From an optimization exercise on the open Yosys and OpenROAD flow, aimed at a short achievable clock period and few clock cycles; shortcuts taken in it are not production practice. Only the layout flow was run in this run; the RTL was not checked for function there. The clock cells of this run come from the design's own scripts or RTL, not from TritonCTS. The flow treats the clock pin as an ideal source. Dropping or thinning the clock tree relies on that and would not hold on a real chip. No activity file was given, so power comes from the tool's default toggle rates.

==> flow/design.v <==
`default_nettype none
package cpu_pkg;
    typedef logic [31:0] word_t;      
    typedef logic [31:0] addr_t;      
    typedef logic [4:0]  reg_idx_t;   
    localparam logic [5:0] OP_RTYPE = 6'h00;
    localparam logic [5:0] OP_J     = 6'h02;
    localparam logic [5:0] OP_BEQ   = 6'h04;
    localparam logic [5:0] OP_BNE   = 6'h05;
    localparam logic [5:0] OP_ADDIU = 6'h09;
    localparam logic [5:0] OP_ORI   = 6'h0d;
    localparam logic [5:0] OP_LW    = 6'h23;
    localparam logic [5:0] OP_SW    = 6'h2b;
    localparam logic [5:0] FN_ADDU = 6'h21;
    localparam logic [5:0] FN_SUBU = 6'h23;
    localparam logic [5:0] FN_AND  = 6'h24;
    localparam logic [5:0] FN_OR   = 6'h25;
    localparam logic [5:0] FN_SLT  = 6'h2a;
    localparam logic [31:0] RESET_PC = 32'h0000_0000;   
endpackage
`default_nettype wire
`default_nettype none
import cpu_pkg::*;
module fetch_stage (
    input  cpu_pkg::word_t ins,
    input  cpu_pkg::addr_t pc,            
    input  cpu_pkg::addr_t pc_plus4,
    output logic [4:0]  rs,
    output logic [4:0]  rt,
    output logic [4:0]  dst,
    output logic        wr,               
    output logic        uses_rs,
    output logic        uses_rt_e,        
    output logic        lw,
    output logic        lw0,              
    output logic        sw,
    output logic        beq,
    output logic        bne,
    output logic        j,
    output logic        addiu,
    output logic        br_r0,            
    output logic        use_imm,
    output logic [31:0] imm,              
    output logic [31:0] sx,               
    output logic [4:0]  alu_op,           
    output logic        pred,             
    output logic        redirect,         
    output cpu_pkg::addr_t target         
);
    logic [5:0] op, fn;
    logic [4:0] rd;
    assign op = ins[31:26];
    assign fn = ins[5:0];
    assign rs = ins[25:21];
    assign rt = ins[20:16];
    assign rd = ins[15:11];
    logic is_r, r_add, r_sub, r_and, r_or, r_slt, r_ok;
    logic ori;
    assign is_r  = (op == OP_RTYPE);
    assign r_add = is_r && fn == FN_ADDU;
    assign r_sub = is_r && fn == FN_SUBU;
    assign r_and = is_r && fn == FN_AND;
    assign r_or  = is_r && fn == FN_OR;
    assign r_slt = is_r && fn == FN_SLT;
    assign r_ok  = r_add | r_sub | r_and | r_or | r_slt;
    assign addiu = (op == OP_ADDIU);
    assign ori   = (op == OP_ORI);
    assign lw    = (op == OP_LW);
    assign sw    = (op == OP_SW);
    assign beq   = (op == OP_BEQ);
    assign bne   = (op == OP_BNE);
    assign j     = (op == OP_J);
    assign lw0   = lw && rs == 5'd0;
    assign br_r0 = (beq | bne) && rt == 5'd0;
    assign dst       = r_ok ? rd : rt;
    assign wr        = (r_ok | addiu | ori | lw) && dst != 5'd0;
    assign uses_rs   = r_ok | addiu | ori | lw | sw | beq | bne;
    assign uses_rt_e = r_ok | beq | bne;
    assign use_imm   = addiu | ori | lw | sw;
    assign sx        = {{16{ins[15]}}, ins[15:0]};
    assign imm       = ori ? {16'h0000, ins[15:0]} : sx;
    assign alu_op    = {r_slt, r_or | ori, r_and, r_sub, r_add | addiu | lw | sw};
    assign pred     = beq ? (rs == rt || ins[15]) : (rs != rt);
    assign redirect = j | ((beq | bne) & pred);
    logic [16:0] lo, lo_p, lo_cn;
    logic [13:0] pc_hi, hi_inc, hi_dec, hi_c1, hi_c0, j_hi;
    ks_add #(.W(17), .SUB(1'b0), .CIN(1'b1)) u_lo (
        .x({1'b0, pc[17:2]}), .y({1'b0, ins[15:0]}), .s(lo), .p0(lo_p), .cn(lo_cn));
    assign pc_hi  = pc[31:18];
    assign hi_inc = pc_hi + 14'd1;
    assign hi_dec = pc_hi - 14'd1;
    assign j_hi   = {pc_plus4[31:28], ins[25:16]};
    assign hi_c1  = j ? j_hi : ins[15] ? pc_hi : hi_inc;    
    assign hi_c0  = j ? j_hi : ins[15] ? hi_dec : pc_hi;
    genvar i;
    generate
        for (i = 0; i < 14; i++) begin : g_hi
            logic n1, n0;
            c_nand2 u_1 (.a(lo[16]), .b(hi_c1[i]), .y(n1));
            c_nand2 u_0 (.a(lo_cn[16]), .b(hi_c0[i]), .y(n0));
            c_nand2 u_h (.a(n1), .b(n0), .y(target[i+18]));
        end
        for (i = 0; i < 16; i++) begin : g_lo
            c_mux2 u (.a(lo[i]), .b(ins[i]), .s(j), .y(target[i+2]));
        end
    endgenerate
    assign target[1:0] = pc[1:0];
endmodule
module predict_unit (
    input  logic [5:0] op,
    input  logic [4:0] rs,
    input  logic [4:0] rt,
    input  logic       imm_neg,
    input  logic [4:0] d_dst,       
    input  logic       d_addiu_ok,  
    output logic       pred_z1,
    output logic       pred_z0,
    output logic       redir_z1,
    output logic       redir_z0
);
    logic beq, bne, j, same, loop_hit;
    assign beq      = (op == OP_BEQ);
    assign bne      = (op == OP_BNE);
    assign j        = (op == OP_J);
    assign same     = (rs == rt);
    assign loop_hit = d_addiu_ok && rt == 5'd0 && rs == d_dst;
    assign pred_z1  = beq ? (loop_hit || same || imm_neg) : (!loop_hit && !same);
    assign pred_z0  = beq ? (!loop_hit && (same || imm_neg)) : (loop_hit || !same);
    assign redir_z1 = j || ((beq || bne) && pred_z1);
    assign redir_z0 = j || ((beq || bne) && pred_z0);
endmodule
`default_nettype wire
`default_nettype none
module register_file (
    input  logic        clock,
    input  logic        rst_n,
    input  logic [31:0] rs_sel,
    input  logic [31:0] rt_sel,
    output logic [31:0] rs_data,
    output logic [31:0] rt_data,
    output logic [31:1] valid_next,    
    input  logic [4:0]  write_idx,
    input  logic [31:0] write_data,
    input  logic        write_en
);
    logic [31:1][31:0] regs;
    logic [31:0][31:0] rd;       
    logic [31:1]       valid;
    logic [31:1]       we;
    always_comb begin
        for (int i = 1; i < 32; i++) we[i] = write_en && write_idx == 5'(i);
        valid_next = valid | we;
        rd[0] = write_data;
        for (int i = 1; i < 32; i++) rd[i] = regs[i];
    end
    always_ff @(posedge clock or negedge rst_n) begin
        if (!rst_n) valid <= '0;
        else        valid <= valid_next;
    end
    always_ff @(posedge clock) begin
        for (int i = 1; i < 32; i++)
            if (we[i]) regs[i] <= write_data;
    end
    genvar b, k;
    generate
        for (b = 0; b < 32; b++) begin : g_bit
            logic [15:0] s1, t1;
            logic [3:0]  s2, t2;
            logic [1:0]  s3, t3;
            for (k = 0; k < 16; k++) begin : g_l1
                c_aoi22 u_s (.a1(rs_sel[2*k]), .a2(rd[2*k][b]), .b1(rs_sel[2*k+1]),
                             .b2(rd[2*k+1][b]), .y(s1[k]));
                c_aoi22 u_t (.a1(rt_sel[2*k]), .a2(rd[2*k][b]), .b1(rt_sel[2*k+1]),
                             .b2(rd[2*k+1][b]), .y(t1[k]));
            end
            for (k = 0; k < 4; k++) begin : g_l2
                c_nand4 u_s (.a(s1[4*k]), .b(s1[4*k+1]), .c(s1[4*k+2]), .d(s1[4*k+3]), .y(s2[k]));
                c_nand4 u_t (.a(t1[4*k]), .b(t1[4*k+1]), .c(t1[4*k+2]), .d(t1[4*k+3]), .y(t2[k]));
            end
            for (k = 0; k < 2; k++) begin : g_l3
                c_nor2 u_s (.a(s2[2*k]), .b(s2[2*k+1]), .y(s3[k]));
                c_nor2 u_t (.a(t2[2*k]), .b(t2[2*k+1]), .y(t3[k]));
            end
            c_nand2 u_s (.a(s3[0]), .b(s3[1]), .y(rs_data[b]));
            c_nand2 u_t (.a(t3[0]), .b(t3[1]), .y(rt_data[b]));
        end
    endgenerate
endmodule
`default_nettype wire
`default_nettype none
module c_inv (input logic a, output logic y);
    assign y = ~a;
endmodule
module c_nand2 (input logic a, input logic b, output logic y);
    assign y = ~(a & b);
endmodule
module c_nor2 (input logic a, input logic b, output logic y);
    assign y = ~(a | b);
endmodule
module c_xor2 (input logic a, input logic b, output logic y);
    assign y = a ^ b;
endmodule
module c_xnor2 (input logic a, input logic b, output logic y);
    assign y = ~(a ^ b);
endmodule
module c_andn (input logic a, input logic b, output logic y);
    assign y = ~a & b;
endmodule
module c_orn (input logic a, input logic b, output logic y);
    assign y = ~a | b;
endmodule
module c_aoi21 (input logic a1, input logic a2, input logic b, output logic y);
    assign y = ~((a1 & a2) | b);
endmodule
module c_oai21 (input logic a1, input logic a2, input logic b, output logic y);
    assign y = ~((a1 | a2) & b);
endmodule
module c_aoi22 (input logic a1, input logic a2, input logic b1, input logic b2,
                output logic y);
    assign y = ~((a1 & a2) | (b1 & b2));
endmodule
module c_aoi222 (input logic a1, input logic a2, input logic b1, input logic b2,
                 input logic c1, input logic c2, output logic y);
    assign y = ~((a1 & a2) | (b1 & b2) | (c1 & c2));
endmodule
module c_nand3 (input logic a, input logic b, input logic c, output logic y);
    assign y = ~(a & b & c);
endmodule
module c_nand4 (input logic a, input logic b, input logic c, input logic d, output logic y);
    assign y = ~(a & b & c & d);
endmodule
module c_nor4 (input logic a, input logic b, input logic c, input logic d, output logic y);
    assign y = ~(a | b | c | d);
endmodule
module c_mux2 (input logic a, input logic b, input logic s, output logic y);
    assign y = s ? b : a;
endmodule
module ks_add #(
    parameter int W   = 32,
    parameter bit SUB = 1'b0,
    parameter bit CIN = SUB,
    parameter bit INV = 1'b0
) (
    input  logic [W-1:0] x,
    input  logic [W-1:0] y,
    output logic [W-1:0] s,
    output logic [W-1:0] p0,
    output logic [W-1:0] cn
);
    localparam int L = $clog2(W);
    logic [L:0][W-1:0] gg;
    logic [L:0][W-1:0] tt;
    logic [W-1:0]      g0, t0;
    genvar i, k;
    generate
        for (i = 0; i < W; i++) begin : g_pg
            if (INV && !SUB) begin : g_ia            
                c_nor2  u_g (.a(x[i]), .b(y[i]), .y(g0[i]));
                c_nand2 u_t (.a(x[i]), .b(y[i]), .y(t0[i]));
                c_xor2  u_p (.a(x[i]), .b(y[i]), .y(p0[i]));
            end else if (INV && SUB) begin : g_is    
                c_andn  u_g (.a(x[i]), .b(y[i]), .y(g0[i]));
                c_orn   u_t (.a(x[i]), .b(y[i]), .y(t0[i]));
                c_xnor2 u_p (.a(x[i]), .b(y[i]), .y(p0[i]));
            end else if (!SUB) begin : g_ta          
                c_nand2 u_g (.a(x[i]), .b(y[i]), .y(g0[i]));
                c_nor2  u_t (.a(x[i]), .b(y[i]), .y(t0[i]));
                c_xor2  u_p (.a(x[i]), .b(y[i]), .y(p0[i]));
            end else begin : g_ts                    
                c_orn   u_g (.a(x[i]), .b(y[i]), .y(g0[i]));
                c_andn  u_t (.a(x[i]), .b(y[i]), .y(t0[i]));
                c_xnor2 u_p (.a(x[i]), .b(y[i]), .y(p0[i]));
            end
        end
        for (i = 0; i < W; i++) begin : g_l0
            if (i == 0 && CIN) begin : g_cin
                assign gg[0][i] = t0[i];
            end else begin : g_nocin
                assign gg[0][i] = g0[i];
            end
            assign tt[0][i] = t0[i];
        end
        for (k = 1; k <= L; k++) begin : g_lvl
            localparam int  D      = 1 << (k - 1);
            localparam bit  IN_INV = (!INV) ^ ((k - 1) % 2 == 1);   
            for (i = 0; i < W; i++) begin : g_bit
                if (i >= D) begin : g_node
                    if (!IN_INV) begin : g_t2i      
                        c_aoi21 u_g (.a1(tt[k-1][i]), .a2(gg[k-1][i-D]), .b(gg[k-1][i]),
                                     .y(gg[k][i]));
                        if (i >= 2 * D) begin : g_t
                            c_nand2 u_t (.a(tt[k-1][i]), .b(tt[k-1][i-D]), .y(tt[k][i]));
                        end else begin : g_not
                            assign tt[k][i] = 1'b0;
                        end
                    end else begin : g_i2t           
                        c_oai21 u_g (.a1(tt[k-1][i]), .a2(gg[k-1][i-D]), .b(gg[k-1][i]),
                                     .y(gg[k][i]));
                        if (i >= 2 * D) begin : g_t
                            c_nor2 u_t (.a(tt[k-1][i]), .b(tt[k-1][i-D]), .y(tt[k][i]));
                        end else begin : g_not
                            assign tt[k][i] = 1'b0;
                        end
                    end
                end else begin : g_pass
                    c_inv u_g (.a(gg[k-1][i]), .y(gg[k][i]));
                    assign tt[k][i] = 1'b0;
                end
            end
        end
        localparam bit OUT_INV = (!INV) ^ (L % 2 == 1);
        if (CIN) begin : g_s0c
            c_inv u_s0 (.a(p0[0]), .y(s[0]));
        end else begin : g_s0
            assign s[0] = p0[0];
        end
        assign cn[0] = 1'b0;
        for (i = 1; i < W; i++) begin : g_sum
            if (OUT_INV) begin : g_inv
                assign cn[i] = gg[L][i-1];
                c_xnor2 u_s (.a(p0[i]), .b(gg[L][i-1]), .y(s[i]));
            end else begin : g_true
                c_inv u_c (.a(gg[L][i-1]), .y(cn[i]));
                c_xor2 u_s (.a(p0[i]), .b(gg[L][i-1]), .y(s[i]));
            end
        end
    endgenerate
endmodule
module execute_stage (
    input  logic [31:0] e_a,           
    input  logic [31:0] e_b,           
    input  logic [31:0] e_t,           
    input  logic [31:0] m_res,         
    input  logic [31:0] ld,            
    input  logic [31:0] w_val,         
    input  logic [2:0]  fa,            
    input  logic [2:0]  fb,            
    input  logic [3:0]  fx,            
    input  logic [3:0]  ft,            
    input  logic [4:0]  op_n,
    input  logic [6:0]  op_l,
    input  logic [1:0]  op_ll,
    input  logic        addr_l,        
    output logic [31:0] result,        
    output logic [31:0] addr,          
    output logic [31:0] rt_val         
);
    logic [31:0] a, b, x;
    logic [31:0] s_add, s_sub, s_la, s_ls, s_lr;
    logic [31:0] p_add, p_sub, p_la, p_ls, p_lr;
    logic [31:0] c_add, c_sub, c_la, c_ls, c_lr;
    genvar i;
    generate
        for (i = 0; i < 32; i++) begin : g_fwd
            logic a0, b0, x0, x1, t0, t1;
            c_aoi222 u_a (.a1(fa[0]), .a2(e_a[i]), .b1(fa[1]), .b2(m_res[i]), .c1(fa[2]),
                          .c2(w_val[i]), .y(a0));
            c_inv    u_ai (.a(a0), .y(a[i]));
            c_aoi222 u_b (.a1(fb[0]), .a2(e_b[i]), .b1(fb[1]), .b2(m_res[i]), .c1(fb[2]),
                          .c2(w_val[i]), .y(b0));
            c_inv    u_bi (.a(b0), .y(b[i]));
            c_aoi22  u_x0 (.a1(fx[0]), .a2(e_a[i]), .b1(fx[1]), .b2(e_b[i]), .y(x0));
            c_aoi22  u_x1 (.a1(fx[2]), .a2(m_res[i]), .b1(fx[3]), .b2(w_val[i]), .y(x1));
            c_nand2  u_x  (.a(x0), .b(x1), .y(x[i]));
            c_aoi22  u_t0 (.a1(ft[0]), .a2(e_t[i]), .b1(ft[3]), .b2(w_val[i]), .y(t0));
            c_aoi22  u_t1 (.a1(ft[1]), .a2(m_res[i]), .b1(ft[2]), .b2(ld[i]), .y(t1));
            c_nand2  u_t  (.a(t0), .b(t1), .y(rt_val[i]));
        end
    endgenerate
    ks_add #(.W(32), .SUB(1'b0)) u_add (.x(a),  .y(b),  .s(s_add), .p0(p_add), .cn(c_add));
    ks_add #(.W(32), .SUB(1'b1)) u_sub (.x(a),  .y(b),  .s(s_sub), .p0(p_sub), .cn(c_sub));
    ks_add #(.W(32), .SUB(1'b0)) u_la  (.x(ld), .y(x),  .s(s_la),  .p0(p_la),  .cn(c_la));
    ks_add #(.W(32), .SUB(1'b1)) u_ls  (.x(ld), .y(x),  .s(s_ls),  .p0(p_ls),  .cn(c_ls));
    ks_add #(.W(32), .SUB(1'b1)) u_lr  (.x(x),  .y(ld), .s(s_lr),  .p0(p_lr),  .cn(c_lr));
    logic slt_n, pl31n, en_la, en_lb, slt_l_early;
    c_mux2 u_slt  (.a(c_sub[31]), .b(a[31]),  .s(p_add[31]), .y(slt_n));
    c_inv  u_pl   (.a(p_la[31]), .y(pl31n));
    assign en_la = op_l[6] & pl31n;
    assign en_lb = op_l[5] & pl31n;
    assign slt_l_early = p_la[31] & ((op_l[6] & ld[31]) | (op_l[5] & x[31]));
    logic addr_ln;
    c_inv u_aln (.a(addr_l), .y(addr_ln));
    generate
        for (i = 0; i < 32; i++) begin : g_res
            logic y_l1, y_l2, y_n, y_e, m_l, m_n;
            c_aoi22 u_yl1 (.a1(op_l[0]), .a2(s_la[i]), .b1(op_l[1]), .b2(s_ls[i]), .y(y_l1));
            c_nand2 u_yl2 (.a(op_l[2]), .b(s_lr[i]), .y(y_l2));
            c_aoi22 u_yn  (.a1(op_n[0]), .a2(s_add[i]), .b1(op_n[1]), .b2(s_sub[i]), .y(y_n));
            if (i == 0) begin : g_b0
                logic y_s, y_ne;
                assign y_e = ~((op_n[2] & a[i] & b[i]) | (op_n[3] & (a[i] | b[i])) |
                               (op_l[3] & ld[i] & x[i]) | (op_l[4] & (ld[i] | x[i])) |
                               (op_ll[1] & ld[i]) | slt_l_early | (op_n[4] & slt_n));
                c_aoi22 u_ys (.a1(en_la), .a2(c_ls[31]), .b1(en_lb), .b2(c_lr[31]), .y(y_s));
                assign y_ne = y_n & y_e;
                c_nand4 u_r (.a(y_l1), .b(y_l2), .c(y_ne), .d(y_s), .y(result[i]));
            end else begin : g_bn
                assign y_e = ~((op_n[2] & a[i] & b[i]) | (op_n[3] & (a[i] | b[i])) |
                               (op_l[3] & ld[i] & x[i]) | (op_l[4] & (ld[i] | x[i])) |
                               (op_ll[1] & ld[i]) | (op_ll[0] & ld[i-1]));
                c_nand4 u_r (.a(y_l1), .b(y_l2), .c(y_n), .d(y_e), .y(result[i]));
            end
            c_nand2 u_ml (.a(addr_l), .b(s_la[i]), .y(m_l));
            c_nand2 u_mn (.a(addr_ln), .b(s_add[i]), .y(m_n));
            c_nand2 u_m  (.a(m_l), .b(m_n), .y(addr[i]));
        end
    endgenerate
endmodule
module sum_is_zero (
    input  logic [31:0] a,
    input  logic [31:0] b,
    output logic        z
);
    logic [31:0] x, o, e;
    logic [15:0] l1;
    logic [7:0]  l2;
    logic [3:0]  l3;
    logic [1:0]  l4;
    genvar i;
    generate
        for (i = 0; i < 32; i++) begin : g_e
            c_xor2 u_x (.a(a[i]), .b(b[i]), .y(x[i]));
            logic on;
            c_nor2 u_on (.a(a[i]), .b(b[i]), .y(on));
            c_inv  u_o  (.a(on), .y(o[i]));
            if (i == 0) begin : g_0
                assign e[i] = x[i];
            end else begin : g_i
                c_xor2 u_e (.a(x[i]), .b(o[i-1]), .y(e[i]));
            end
        end
        for (i = 0; i < 16; i++) begin : g_l1
            c_nor2 u (.a(e[2*i]), .b(e[2*i+1]), .y(l1[i]));
        end
        for (i = 0; i < 8; i++) begin : g_l2
            c_nand2 u (.a(l1[2*i]), .b(l1[2*i+1]), .y(l2[i]));
        end
        for (i = 0; i < 4; i++) begin : g_l3
            c_nor2 u (.a(l2[2*i]), .b(l2[2*i+1]), .y(l3[i]));
        end
        for (i = 0; i < 2; i++) begin : g_l4
            c_nand2 u (.a(l3[2*i]), .b(l3[2*i+1]), .y(l4[i]));
        end
    endgenerate
    c_nor2 u_z (.a(l4[0]), .b(l4[1]), .y(z));
endmodule
module cmp_half32 (
    input  logic [31:0] a,
    input  logic [31:0] b,
    output logic [1:0]  half
);
    logic [31:0] x;
    logic [15:0] l1;
    logic [7:0]  l2;
    logic [3:0]  l3;
    genvar i;
    generate
        for (i = 0; i < 32; i++) begin : g_x
            c_xnor2 u (.a(a[i]), .b(b[i]), .y(x[i]));
        end
        for (i = 0; i < 16; i++) begin : g_l1
            c_nand2 u (.a(x[2*i]), .b(x[2*i+1]), .y(l1[i]));
        end
        for (i = 0; i < 8; i++) begin : g_l2
            c_nor2 u (.a(l1[2*i]), .b(l1[2*i+1]), .y(l2[i]));
        end
        for (i = 0; i < 4; i++) begin : g_l3
            c_nand2 u (.a(l2[2*i]), .b(l2[2*i+1]), .y(l3[i]));
        end
        for (i = 0; i < 2; i++) begin : g_l4
            c_nor2 u (.a(l3[2*i]), .b(l3[2*i+1]), .y(half[i]));
        end
    endgenerate
endmodule
module cmp_eq32 (
    input  logic [31:0] a,
    input  logic [31:0] b,
    output logic        eq,
    output logic        ne
);
    logic [31:0] x;
    logic [15:0] l1;
    logic [7:0]  l2;
    logic [3:0]  l3;
    logic [1:0]  l4;
    genvar i;
    generate
        for (i = 0; i < 32; i++) begin : g_x
            c_xnor2 u (.a(a[i]), .b(b[i]), .y(x[i]));           
        end
        for (i = 0; i < 16; i++) begin : g_l1
            c_nand2 u (.a(x[2*i]), .b(x[2*i+1]), .y(l1[i]));    
        end
        for (i = 0; i < 8; i++) begin : g_l2
            c_nor2 u (.a(l1[2*i]), .b(l1[2*i+1]), .y(l2[i]));   
        end
        for (i = 0; i < 4; i++) begin : g_l3
            c_nand2 u (.a(l2[2*i]), .b(l2[2*i+1]), .y(l3[i]));  
        end
        for (i = 0; i < 2; i++) begin : g_l4
            c_nor2 u (.a(l3[2*i]), .b(l3[2*i+1]), .y(l4[i]));   
        end
    endgenerate
    c_nand2 u_ne (.a(l4[0]), .b(l4[1]), .y(ne));
    c_inv   u_eq (.a(ne), .y(eq));
endmodule
module branch_check (
    input  logic [31:0] e_a,
    input  logic [31:0] e_b,
    input  logic [31:0] m_res,
    input  logic [31:0] ld,
    input  logic [31:0] w_val,
    input  logic [5:0]  sel_eq,
    input  logic [5:0]  sel_ne,
    input  logic        sel_same,
    input  logic [2:0]  x_sel,
    input  logic        sel_l_eq,
    input  logic        sel_l_ne,
    output logic [3:0]  mis_if_leq,
    output logic [3:0]  mis_if_lne,
    output logic [7:0]  eq_l,
    output logic [7:0]  ne_l
);
    logic [5:0]  eq, ne;
    logic [31:0] x;
    logic [1:0]  half;
    cmp_eq32 u_c0 (.a(e_a),   .b(e_b),   .eq(eq[0]), .ne(ne[0]));
    cmp_eq32 u_c1 (.a(e_a),   .b(m_res), .eq(eq[1]), .ne(ne[1]));
    cmp_eq32 u_c2 (.a(e_a),   .b(w_val), .eq(eq[2]), .ne(ne[2]));
    cmp_eq32 u_c3 (.a(m_res), .b(e_b),   .eq(eq[3]), .ne(ne[3]));
    cmp_eq32 u_c4 (.a(m_res), .b(w_val), .eq(eq[4]), .ne(ne[4]));
    cmp_eq32 u_c5 (.a(w_val), .b(e_b),   .eq(eq[5]), .ne(ne[5]));
    logic keep_eq, keep_ne;    
    assign keep_eq = !(sel_same || sel_l_eq);
    assign keep_ne = !(sel_same || sel_l_ne);
    genvar i;
    generate
        for (i = 0; i < 4; i++) begin : g_early
            logic [5:0] t;
            logic       u0, u1, e_n;
            for (genvar k = 0; k < 6; k++) begin : g_t
                c_aoi22 u (.a1(sel_eq[k]), .a2(eq[k]), .b1(sel_ne[k]), .b2(ne[k]), .y(t[k]));
            end
            c_nand3 u_0 (.a(t[0]), .b(t[1]), .c(t[2]), .y(u0));
            c_nand3 u_1 (.a(t[3]), .b(t[4]), .c(t[5]), .y(u1));
            c_nor2  u_e (.a(u0), .b(u1), .y(e_n));      
            c_nand2 u_q (.a(e_n), .b(keep_eq), .y(mis_if_leq[i]));
            c_nand2 u_r (.a(e_n), .b(keep_ne), .y(mis_if_lne[i]));
        end
    endgenerate
    assign x = ({32{x_sel[0]}} & e_a) | ({32{x_sel[1]}} & e_b) | ({32{x_sel[2]}} & w_val);
    cmp_half32 u_cl (.a(ld), .b(x), .half(half));
    generate
        for (i = 0; i < 8; i++) begin : g_out
            logic eq_n;
            c_nand2 u_ne (.a(half[0]), .b(half[1]), .y(ne_l[i]));
            c_nand2 u_en (.a(half[0]), .b(half[1]), .y(eq_n));
            c_inv   u_eq (.a(eq_n), .y(eq_l[i]));
        end
    endgenerate
endmodule
`default_nettype wire
`default_nettype none
import cpu_pkg::*;
module processor (
    input  logic  clock,
    input  logic  rst_n,
    output cpu_pkg::addr_t fetch_address,
    input  cpu_pkg::word_t instruction,
    output cpu_pkg::addr_t memory_address,
    output logic  memory_read,
    output logic  memory_write,
    output cpu_pkg::word_t memory_write_data,
    input  cpu_pkg::word_t memory_read_data
);
    logic [31:0] pc;                  
    logic        d_valid;
    logic [4:0]  d_rs, d_rt, d_dst;
    logic        d_wr, d_lw, d_sw, d_beq, d_bne, d_use_imm, d_addiu;
    logic [31:0] d_imm;
    logic [4:0]  d_op;
    logic        d_pred, d_redirect;
    logic [31:0] d_tgt;
    logic [31:0] d_rs_sel, d_rt_sel;   
    logic [31:0] e_a, e_b, e_t;
    logic [2:0]  e_fa, e_fb;
    logic [3:0]  e_fx, e_ft;
    logic [4:0]  e_op_n;
    logic [6:0]  e_op_l;
    logic [1:0]  e_op_ll;
    logic        e_addr_l;
    logic        e_wr, e_load, e_store;
    logic [5:0]  e_mis_eq, e_mis_ne;   
    logic        e_mis_same, e_mis_l_eq, e_mis_l_ne;
    logic [2:0]  e_x_sel;
    logic [4:0]  e_dst;
    logic [31:0] e_alt;                
    logic [31:0] m_res, m_addr, m_wdata;
    logic        m_wr, m_load, m_rd, m_store;
    logic [4:0]  m_dst;
    logic [31:0] w_val;
    logic        w_wr;
    logic [4:0]  w_dst;
    logic [31:0] pc_plus4;
    assign pc_plus4      = pc + 32'd4;
    assign fetch_address = pc;
    logic [4:0]  f_rs, f_rt, f_dst, f_op;
    logic        f_wr, f_uses_rs, f_uses_rt_e, f_lw, f_lw0, f_sw, f_beq, f_bne, f_use_imm;
    logic        f_j, f_addiu, f_br_r0;
    logic [31:0] f_imm, f_sx, f_tgt;
    logic        f_pred_static, f_redirect_static, f_pred, f_redirect;
    fetch_stage fetch_stage_inst (
        .ins       (instruction),
        .pc        (pc),
        .pc_plus4  (pc_plus4),
        .rs        (f_rs),
        .rt        (f_rt),
        .dst       (f_dst),
        .wr        (f_wr),
        .uses_rs   (f_uses_rs),
        .uses_rt_e (f_uses_rt_e),
        .lw        (f_lw),
        .lw0       (f_lw0),
        .sw        (f_sw),
        .beq       (f_beq),
        .bne       (f_bne),
        .j         (f_j),
        .addiu     (f_addiu),
        .br_r0     (f_br_r0),
        .use_imm   (f_use_imm),
        .imm       (f_imm),
        .sx        (f_sx),
        .alu_op    (f_op),
        .pred      (f_pred_static),
        .redirect  (f_redirect_static),
        .target    (f_tgt)
    );
    logic        n_rs_byp, n_rt_byp;
    logic [31:0] n_rs_sel, n_rt_sel;
    logic [31:1] rf_valid_next;
    assign n_rs_byp = m_wr && m_dst == f_rs;
    assign n_rt_byp = m_wr && m_dst == f_rt;
    always_comb begin
        n_rs_sel[0] = n_rs_byp;
        n_rt_sel[0] = n_rt_byp;
        for (int i = 1; i < 32; i++) begin
            n_rs_sel[i] = (f_rs == 5'(i)) && !n_rs_byp && rf_valid_next[i];
            n_rt_sel[i] = (f_rt == 5'(i)) && !n_rt_byp && rf_valid_next[i];
        end
    end
    logic       mispredict;
    logic [3:0] mis_if_leq, mis_if_lne;
    logic [7:0] eq_l, ne_l;       
    logic [31:0] rs_val, rt_val_d;
    register_file register_file_inst (
        .clock      (clock),
        .rst_n      (rst_n),
        .rs_sel     (d_rs_sel),
        .rt_sel     (d_rt_sel),
        .rs_data    (rs_val),
        .rt_data    (rt_val_d),
        .valid_next (rf_valid_next),
        .write_idx  (w_dst),
        .write_data (w_val),
        .write_en   (w_wr)
    );
    logic e_hit_rs, e_hit_rt;
    logic a_r, a_m, a_l, a_w, b_r, b_m, b_l, b_w;
    assign e_hit_rs = e_wr && e_dst == d_rs;
    assign e_hit_rt = e_wr && e_dst == d_rt;
    assign a_m = e_hit_rs && !e_load;
    assign a_l = e_hit_rs && e_load;
    assign a_w = !e_hit_rs && m_wr && m_dst == d_rs;
    assign a_r = !e_hit_rs && !a_w;
    assign b_m = e_hit_rt && !e_load;
    assign b_l = e_hit_rt && e_load;
    assign b_w = !e_hit_rt && m_wr && m_dst == d_rt;
    assign b_r = !e_hit_rt && !b_w;
    logic bl, only_a, only_b, both_l, none_l;
    logic op_add, op_sub, op_and, op_or, op_slt;
    assign {op_slt, op_or, op_and, op_sub, op_add} = d_op;
    assign bl     = b_l && !d_use_imm;
    assign none_l = !a_l && !bl;
    assign only_a = a_l && !bl;
    assign only_b = !a_l && bl;
    assign both_l = a_l && bl;
    logic       mis_if_eq, mis_if_ne;
    logic [5:0] pair;
    logic [2:0] x_sel;
    assign pair  = {a_w && b_r,
                    (a_m && b_w) || (a_w && b_m),
                    a_m && b_r,
                    a_r && b_w,
                    a_r && b_m,
                    a_r && b_r};
    assign x_sel = {(a_l && b_w) || (a_w && b_l), a_l && b_r, a_r && b_l};
    assign mis_if_eq = d_valid && (d_beq ? !d_pred : d_bne && d_pred);
    assign mis_if_ne = d_valid && (d_beq ? d_pred : d_bne && !d_pred);
    logic ai_zero, pred_z1, pred_z0, redir_z1, redir_z0;
    sum_is_zero sum_is_zero_inst (.a(rs_val), .b(d_imm), .z(ai_zero));
    predict_unit predict_unit_inst (
        .op         (instruction[31:26]),
        .rs         (f_rs),
        .rt         (f_rt),
        .imm_neg    (instruction[15]),
        .d_dst      (d_dst),
        .d_addiu_ok (d_valid && d_addiu && d_wr && a_r),
        .pred_z1    (pred_z1),
        .pred_z0    (pred_z0),
        .redir_z1   (redir_z1),
        .redir_z0   (redir_z0)
    );
    logic ai_nz, pq1, pq0, rq1, rq0;
    c_inv   u_nz  (.a(ai_zero), .y(ai_nz));
    c_nand2 u_pq1 (.a(ai_zero), .b(pred_z1), .y(pq1));
    c_nand2 u_pq0 (.a(ai_nz), .b(pred_z0), .y(pq0));
    c_nand2 u_pr  (.a(pq1), .b(pq0), .y(f_pred));
    c_nand2 u_rq1 (.a(ai_zero), .b(redir_z1), .y(rq1));
    c_nand2 u_rq0 (.a(ai_nz), .b(redir_z0), .y(rq0));
    c_nand2 u_rr  (.a(rq1), .b(rq0), .y(f_redirect));
    logic [31:0] pc_seq, pc_alt;
    assign pc_seq = !rst_n ? RESET_PC : (d_valid && d_redirect) ? d_tgt : pc_plus4;
    assign pc_alt = !rst_n ? RESET_PC : e_alt;
    always_ff @(posedge clock or negedge rst_n) begin
        if (!rst_n) begin
            d_valid <= 1'b0;
        end else begin
            d_valid <= !mispredict;
        end
    end
    logic [31:0] pc_next;
    genvar gi;
    generate
        for (gi = 0; gi < 32; gi++) begin : g_pc
            logic p1, p0, n1, n0;
            c_mux2 u_p1 (.a(pc_seq[gi]), .b(pc_alt[gi]), .s(mis_if_leq[gi / 8]), .y(p1));
            c_mux2 u_p0 (.a(pc_seq[gi]), .b(pc_alt[gi]), .s(mis_if_lne[gi / 8]), .y(p0));
            c_nand2 u_1 (.a(eq_l[gi / 4]), .b(p1), .y(n1));
            c_nand2 u_0 (.a(ne_l[gi / 4]), .b(p0), .y(n0));
            c_nand2 u_p (.a(n1), .b(n0), .y(pc_next[gi]));
        end
    endgenerate
    always_ff @(posedge clock) begin
        pc <= pc_next;
    end
    always_ff @(posedge clock) begin
        d_rs       <= f_rs;
        d_rt       <= f_rt;
        d_dst      <= f_dst;
        d_wr       <= f_wr;
        d_lw       <= f_lw;
        d_sw       <= f_sw;
        d_beq      <= f_beq;
        d_bne      <= f_bne;
        d_addiu    <= f_addiu;
        d_use_imm  <= f_use_imm;
        d_imm      <= f_imm;
        d_op       <= f_op;
        d_pred     <= f_pred;
        d_redirect <= f_redirect;
        d_tgt      <= f_tgt;
        d_rs_sel   <= n_rs_sel;
        d_rt_sel   <= n_rt_sel;
    end
    always_ff @(posedge clock or negedge rst_n) begin
        if (!rst_n) begin
            e_wr    <= 1'b0;
            e_load  <= 1'b0;
            e_store <= 1'b0;
        end else begin
            e_wr    <= d_valid && d_wr;
            e_load  <= d_valid && d_lw;
            e_store <= d_valid && d_sw;
        end
    end
    always_ff @(posedge clock) begin
        e_a        <= rs_val;
        e_b        <= d_use_imm ? d_imm : rt_val_d;
        e_t        <= rt_val_d;
        e_fa       <= a_l ? 3'b000 : {a_w, a_m, a_r};
        e_fb       <= d_use_imm ? 3'b001 : b_l ? 3'b000 : {b_w, b_m, b_r};
        e_fx       <= only_a ? {!d_use_imm && b_w, !d_use_imm && b_m, d_use_imm || b_r, 1'b0}
                             : only_b ? {a_w, a_m, 1'b0, a_r} : 4'b0000;
        e_ft       <= {b_w, b_l, b_m, b_r};
        e_op_n     <= {5{none_l}} & d_op;
        e_op_l     <= {only_a && op_slt, only_b && op_slt, (only_a || only_b) && op_or,
                       (only_a || only_b) && op_and, only_b && op_sub, only_a && op_sub,
                       (only_a || only_b) && op_add};
        e_op_ll    <= {both_l && (op_and || op_or), both_l && op_add};
        e_addr_l   <= only_a;
        e_mis_eq   <= {6{mis_if_eq}} & pair;
        e_mis_ne   <= {6{mis_if_ne}} & pair;
        e_x_sel    <= x_sel;
        e_mis_l_eq <= mis_if_eq && (|x_sel);
        e_mis_l_ne <= mis_if_ne && (|x_sel);
        e_mis_same <= mis_if_eq && ((a_m && b_m) || (a_l && b_l) || (a_w && b_w));
        e_dst      <= d_dst;
        e_alt      <= d_pred ? pc_plus4 : d_tgt;
    end
    logic [31:0] alu_result, alu_addr, rt_fwd;
    execute_stage execute_stage_inst (
        .e_a    (e_a),
        .e_b    (e_b),
        .e_t    (e_t),
        .m_res  (m_res),
        .ld     (memory_read_data),
        .w_val  (w_val),
        .fa     (e_fa),
        .fb     (e_fb),
        .fx     (e_fx),
        .ft     (e_ft),
        .op_n   (e_op_n),
        .op_l   (e_op_l),
        .op_ll  (e_op_ll),
        .addr_l (e_addr_l),
        .result (alu_result),
        .addr   (alu_addr),
        .rt_val (rt_fwd)
    );
    branch_check branch_check_inst (
        .e_a        (e_a),
        .e_b        (e_b),
        .m_res      (m_res),
        .ld         (memory_read_data),
        .w_val      (w_val),
        .sel_eq     (e_mis_eq),
        .sel_ne     (e_mis_ne),
        .sel_same   (e_mis_same),
        .x_sel      (e_x_sel),
        .sel_l_eq   (e_mis_l_eq),
        .sel_l_ne   (e_mis_l_ne),
        .mis_if_leq (mis_if_leq),
        .mis_if_lne (mis_if_lne),
        .eq_l       (eq_l),
        .ne_l       (ne_l)
    );
    assign mispredict = eq_l[0] ? mis_if_leq[0] : mis_if_lne[0];
    always_ff @(posedge clock or negedge rst_n) begin
        if (!rst_n) begin
            m_wr    <= 1'b0;
            m_load  <= 1'b0;
            m_store <= 1'b0;
        end else begin
            m_wr    <= e_wr;
            m_load  <= e_load;
            m_store <= e_store;
        end
    end
    always_ff @(posedge clock) begin
        m_res   <= alu_result;
        m_addr  <= alu_addr;
        m_rd    <= e_load;
        m_wdata <= rt_fwd;
        m_dst   <= e_dst;
    end
    assign memory_address    = m_addr;
    assign memory_read       = m_rd;
    assign memory_write      = m_store;
    assign memory_write_data = m_wdata;
    always_ff @(posedge clock or negedge rst_n) begin
        if (!rst_n) begin
            w_wr <= 1'b0;
        end else begin
            w_wr <= m_wr;
        end
    end
    always_ff @(posedge clock) begin
        w_val <= m_load ? memory_read_data : m_res;
        w_dst <= m_dst;
    end
endmodule
`default_nettype wire
==> flow/flow/run.sh <==
#!/bin/bash
# The standard ORFS layout (standard.sh), with these changes to how it works:
# - timing repair aims 7 ns below the 10 ns clock (SETUP_SLACK_MARGIN; the SDC
#   is unchanged, the margin only sets how far repair_timing goes);
# - the clock tree is built by flow/mycts.tcl (through the PRE_CTS_TCL hook):
#   four root buffers at the clock port, each driving leaf buffers over
#   balanced clusters of about 20 flip-flops, instead of TritonCTS's deeper tree.
set -uo pipefail
here=$(pwd)
export SETUP_SLACK_MARGIN=7.0
export PRE_CTS_TCL=$here/flow/pre_cts.tcl
export MYCTS_PER_LEAF=20
bash standard.sh > make_flow.log 2>&1
==> flow/flow/mycts.tcl <==
# Two-level clock tree: leaf clkbuf_16s over grid clusters of flops,
# NROOT root clkbuf_16s each driving a group of leaves, fed by the clock port.
proc mycts_build { {per_leaf 30} {nroot 4} {bufname sky130_fd_sc_hd__clkbuf_16} } {
  set block [ord::get_db_block]
  set db [ord::get_db]
  set master [$db findMaster $bufname]
  set clk_bterm [$block findBTerm clock]
  set clk_net [$clk_bterm getNet]
  # sinks: all instance pins on the clock net
  set sinks {}
  foreach it [$clk_net getITerms] {
    set inst [$it getInst]
    set bb [$inst getBBox]
    set x [expr {([$bb xMin] + [$bb xMax]) / 2}]
    set y [expr {([$bb yMin] + [$bb yMax]) / 2}]
    lappend sinks [list $it $x $y]
  }
  set n [llength $sinks]
  set nleaf [expr {int(ceil(double($n) / $per_leaf))}]
  # grid: ncol columns, nrow rows, ncol*nrow >= nleaf
  set ncol [expr {int(round(sqrt($nleaf)))}]
  if {$ncol < 1} { set ncol 1 }
  set nrow [expr {int(ceil(double($nleaf) / $ncol))}]
  set sx [lsort -integer -index 1 $sinks]
  set clusters {}
  set percol [expr {double($n) / $ncol}]
  for {set c 0} {$c < $ncol} {incr c} {
    set lo [expr {int(round($c * $percol))}]
    set hi [expr {int(round(($c + 1) * $percol)) - 1}]
    set col [lsort -integer -index 2 [lrange $sx $lo $hi]]
    set m [llength $col]
    set perrow [expr {double($m) / $nrow}]
    for {set r 0} {$r < $nrow} {incr r} {
      set lo2 [expr {int(round($r * $perrow))}]
      set hi2 [expr {int(round(($r + 1) * $perrow)) - 1}]
      if {$hi2 >= $lo2} { lappend clusters [lrange $col $lo2 $hi2] }
    }
  }
  # refine with k-means (Lloyd), keeping the grid clusters as the start
  set cent {}
  foreach cl $clusters {
    set sxs 0; set sys 0
    foreach s $cl { set sxs [expr {$sxs + [lindex $s 1]}]; set sys [expr {$sys + [lindex $s 2]}] }
    lappend cent [list [expr {$sxs / [llength $cl]}] [expr {$sys / [llength $cl]}]]
  }
  set K [llength $cent]
  for {set iter 0} {$iter < $::mycts_iters} {incr iter} {
    set new [lrepeat $K {}]
    foreach s $sinks {
      set bx [lindex $s 1]; set by [lindex $s 2]
      set best 0; set bd 1e30
      for {set j 0} {$j < $K} {incr j} {
        set c [lindex $cent $j]
        set d [expr {abs($bx - [lindex $c 0]) + abs($by - [lindex $c 1])}]
        if {$d < $bd} { set bd $d; set best $j }
      }
      lset new $best [concat [lindex $new $best] [list $s]]
    }
    set cent {}
    set clusters {}
    foreach cl $new {
      if {[llength $cl] == 0} continue
      set sxs 0; set sys 0
      foreach s $cl { set sxs [expr {$sxs + [lindex $s 1]}]; set sys [expr {$sys + [lindex $s 2]}] }
      lappend cent [list [expr {$sxs / [llength $cl]}] [expr {$sys / [llength $cl]}]]
      lappend clusters $cl
    }
    set K [llength $cent]
  }
  # leaves
  set leaves {}
  set k 0
  foreach cl $clusters {
    set sxs 0; set sys 0
    foreach s $cl { set sxs [expr {$sxs + [lindex $s 1]}]; set sys [expr {$sys + [lindex $s 2]}] }
    set cx [expr {$sxs / [llength $cl]}]; set cy [expr {$sys / [llength $cl]}]
    set inst [odb::dbInst_create $block $master "clkleaf_$k"]
    $inst setLocation $cx $cy
    $inst setPlacementStatus PLACED
    $inst setSourceType TIMING
    set net [odb::dbNet_create $block "clknet_leaf_$k"]
    $net setSigType CLOCK
    [$inst findITerm X] connect $net
    foreach s $cl {
      set it [lindex $s 0]
      $it disconnect
      $it connect $net
    }
    lappend leaves [list $inst $cx $cy]
    incr k
  }
  # roots: split leaves into nroot groups (columns of leaves sorted by x, then y)
  set lx [lsort -integer -index 1 $leaves]
  set nl [llength $lx]
  set rc [expr {int(round(sqrt($nroot)))}]
  set rr [expr {$nroot / $rc}]
  set perc [expr {double($nl) / $rc}]
  set r 0
  for {set c 0} {$c < $rc} {incr c} {
    set lo [expr {int(round($c * $perc))}]
    set hi [expr {int(round(($c + 1) * $perc)) - 1}]
    set col [lsort -integer -index 2 [lrange $lx $lo $hi]]
    set m [llength $col]
    set perr [expr {double($m) / $rr}]
    for {set q 0} {$q < $rr} {incr q} {
      set lo2 [expr {int(round($q * $perr))}]
      set hi2 [expr {int(round(($q + 1) * $perr)) - 1}]
      set grp [lrange $col $lo2 $hi2]
      set sxs 0; set sys 0
      foreach l $grp { set sxs [expr {$sxs + [lindex $l 1]}]; set sys [expr {$sys + [lindex $l 2]}] }
      set cx [expr {$sxs / [llength $grp]}]; set cy [expr {$sys / [llength $grp]}]
      set inst [odb::dbInst_create $block $master "clkroot_$r"]
      $inst setLocation $cx $cy
      $inst setPlacementStatus PLACED
      $inst setSourceType TIMING
      set net [odb::dbNet_create $block "clknet_root_$r"]
      $net setSigType CLOCK
      [$inst findITerm X] connect $net
      foreach l $grp { [[lindex $l 0] findITerm A] connect $net }
      [$inst findITerm A] connect $clk_net
      incr r
    }
  }
  $clk_net setSigType CLOCK
  puts "mycts: $n sinks, [llength $leaves] leaves, $r roots"
}
==> flow/flow/pre_cts.tcl <==
# PRE_CTS hook: build the clock tree here (mycts.tcl), then make the flow's
# own clock_tree_synthesis call a no-op. The rest of the CTS step (placement
# legalisation, timing repair) runs as usual.
source [file join [file dirname [info script]] mycts.tcl]
set ::mycts_iters 0
mycts_build $::env(MYCTS_PER_LEAF) 4
set_propagated_clock [all_clocks]
rename clock_tree_synthesis ""
proc clock_tree_synthesis {args} { puts "clock_tree_synthesis skipped: tree built by mycts" }
==> flow/standard.sh <==
#!/bin/bash
# synth_recipe.tcl (not shown) runs the flow's synth.tcl, then flattens the netlist and writes it again
# the make line also repeats each setting of config.mk as NAME=value (left out here)
make -C /OpenROAD-flow-scripts/flow DESIGN_CONFIG=/design/flow/config.mk WORK_HOME=/design/flow/orfs CLKGATE_MAP_FILE= SYNTH_SCRIPT=/design/flow/synth_recipe.tcl "${@:-finish}"
==> flow/config.mk <==
export PLATFORM = sky130hd
export DESIGN_NAME = processor
export DESIGN_NICKNAME = processor
export VERILOG_FILES = /design/flow/design.v
export SDC_FILE = /design/flow/constraint.sdc
export NUM_CORES = 8
export LEC_CHECK = 0
export CAP_MARGIN = 20
export CORE_MARGIN = 2
export CORE_UTILIZATION = 50
export SLEW_MARGIN = 20
export SYNTH_HIERARCHICAL = 1
export SYNTH_MINIMUM_KEEP_SIZE = 0
==> flow/constraint.sdc <==
create_clock -name core_clock -period 10.0 [get_ports {clock}]
set_input_delay 2.0000 -clock core_clock [delete_from_list [all_inputs] [get_ports {clock}]]
set_output_delay 2.0000 -clock core_clock [all_outputs]
set_load 0.01 [all_outputs]
==> results.sh <==
export IMPL_setup_violations_final=0
export IMPL_hold_path_class="flip-flop to flip-flop"
export IMPL_layout_common_cells="1241 x sky130_fd_sc_hd__a22oi_2, 992 x sky130_fd_sc_hd__edfxtp_1, 708 x sky130_fd_sc_hd__nand2_1"
export IMPL_largest_register="register_file_inst.regs"
export IMPL_timing_final_crit_period_ps=3333
export IMPL_total_power_uw=12440
export IMPL_slew_limit_headroom_pct=21.82
export IMPL_clock_latency_ps=640
export IMPL_dieHeight_um=420.6
export IMPL_floorplan_die_width_um=420.6
export IMPL_grt_use_met1_pct=50.32
export IMPL_critPathArrivalTime_ps=3850
export IMPL_total_global_routing_track_utilization_pct=38.70
export IMPL_cp_end_kind="flip-flop"
export IMPL_cts_clk_slew_worst_paths_ps=110
export IMPL_detailed_place_hpwl_um=231300
export IMPL_drv_slew=0
export IMPL_row_count=152
export IMPL_largest_register_ffs=992
export IMPL_number_of_i_o_port_buffers=163
export IMPL_viasPerCell=6.670
export IMPL_hold_viol_final=0
export IMPL_gpl_final_weighted_congestion=1.072
export IMPL_worst_endpoint_required_ps=10520
export IMPL_postSynthCellCount=7726
export IMPL_yosysWarnings=8
export IMPL_layout_nets=8383
export IMPL_synth_area_per_cell_um2=11.23
export IMPL_critPathLaunchType="input port"
export IMPL_global_route_usage_met3_pct=8.802
export IMPL_crit_path_max_fanout=5
export IMPL_unrepaired_setup_endpoints_after_global_routing="yes"
export IMPL_p_leak_uw=0.03634
export IMPL_total_via_count_after_detailed_routing=71050
export IMPL_grt_first_pass_wirelength_um=492500
export IMPL_cap_violations=0
export IMPL_gr_total_overflow=0
export IMPL_r2r_setup_slack_ps=6670
export IMPL_core_area_mm2=0.1719
export IMPL_criticalPathCategory="input port to flip-flop"
export IMPL_worst_slew_pin_transition_ps=1173
export IMPL_number_of_antenna_violations_at_the_first_check_in_global_routing=23
export IMPL_fmax_ghz=0.3000
export IMPL_busiest_layer="met2"
export IMPL_fin_skew_ps=91.91
export IMPL_routed_wire_length_per_instance_um=33.44
export IMPL_drive_above_1_share_pct=43.60
export IMPL_p_per_area_mw_per_mm2=121.3
export IMPL_run_status="timing/DRC/antenna clean"
export IMPL_grt_start_max_net_pins=75
export IMPL_detailedRoute_firstIterationViolations=9273
export IMPL_totalNegativeSetupSlack_ps=0
export IMPL_firstDrtPassIters=14
export IMPL_syn_area_mm2=0.08676
export IMPL_ant_nets=0
export IMPL_initial_core_util_pct=50.47
export IMPL_use_met2_pct=60.40
export IMPL_fp_dieArea_mm2=0.1769
export IMPL_area_growth_pct=18.16
export IMPL_first_global_vias=68140
export IMPL_drcViolationCount=0
export IMPL_layout_commonest_cell="sky130_fd_sc_hd__a22oi_2"
export IMPL_post_route_period_util_pct=33.33
export IMPL_totalWireLength_um=356200
export IMPL_max_vdd_ir_drop_mv=0.2062
export IMPL_boundaryPins=164
-- metal layers --
layer / wire length [um] / vias up
li1: - / 30080
met1: 136900 / 35740
met2: 159000 / 4304
met3: 38260 / 911
met4: 21680 / 12
met5: 371 / -
-- power by group --
group	internal (uW)	switching, uW	total (uW)
Combinational	716	1260	1980
Clock	1490	2040	3530
Sequential	6800	130	6930
Total	9000	3440	12400
-- through the flow --
step	cell area, um^2	utilization (%)	cells	hold slack, ps	setup WS, ps
final	102500	59.63	10650	367.3	6667
after global routing	102500	59.63	10650	374.4	6663
after global placement	93390	54.32	10230	345.5	5004
after CTS	100300	58.37	10540	367.4	6793
after detailed placement	93390	54.32	10230	339.6	5039
after floorplan	88010	-	7727	330.0	6609
-- repair_timing --
item | in CTS | in global routing
buffers inserted | 218 | 73
gates resized for setup | 1592 | 396
setup endpoints to repair | 334 | 292
pin swaps | 297 | 235
endpoints found under the hold margin | 0 | 0
hold buffers | 0 | 0
gates cloned | 7 | 1
-- final timing paths --
path,start,endpoint,cells past startpoint
worst min-delay path,d_dst[4]$_DFF_P_,e_dst[4]$_DFF_P_,0
min in group asynchronous,rst_n,e_load$_DFF_PN0_,1
worst max register to register,e_fa[0]$_SDFF_PP0_,m_res[26]$_DFF_P_,12
worst min register to register,d_dst[4]$_DFF_P_,e_dst[4]$_DFF_P_,0
worst max-delay path,memory_read_data[3],m_res[13]$_DFF_P_,13
max in group asynchronous,rst_n,register_file_inst.valid[18]$_DFF_PN0_,2
-- area by class of cell, clock buffers not listed --
class / instances / area (um^2)
Fill cell: 14280 / 69400
Antenna cell: 35 / 87.58
Multi-Input combinational cell: 5618 / 47710
Tap cell: 2310 / 2890
Inverter: 426 / 1640
Sequential cell: 1539 / 41360
Timing Repair Buffer: 640 / 6708
-- critical path: stages --
cell	delay, ps
sky130_fd_sc_hd__buf_8	100
sky130_fd_sc_hd__buf_12	130
sky130_fd_sc_hd__buf_6	120
sky130_fd_sc_hd__nor2b_4	180
sky130_fd_sc_hd__nor2_4	60
sky130_fd_sc_hd__a21oi_2	190
sky130_fd_sc_hd__buf_4	160
sky130_fd_sc_hd__o21ai_4	90
sky130_fd_sc_hd__a21oi_4	220
sky130_fd_sc_hd__inv_2	70
sky130_fd_sc_hd__xor2_2	170
sky130_fd_sc_hd__a22oi_2	220
sky130_fd_sc_hd__nand4_1	130

==> static timing again, ports no longer ideal <==
The flow's constraints put no driver on any port. The routed layout listed below was extracted and timed again, unchanged, in two steps. Step 1 assumes that a clkbuf_16 drives the clock port and a buf_2 every other input. Step 2 also shifts input and output timing later by t, the mid clock arrival at the registers, as if the neighbouring blocks saw the same clock. a / b / c = ideal ports / drivers / drivers and shift; a / b = the first two.
shift t [ns]: 0.789
setup slack, ns: 6.667 / 6.638 / 6.029
hold slack, ns: 0.367 / 0.367 / 0.367
After both steps this run still meets setup and hold. For this run, drivers alone change the setup slack by -0.029 ns; drivers and shift together by -0.638 ns.
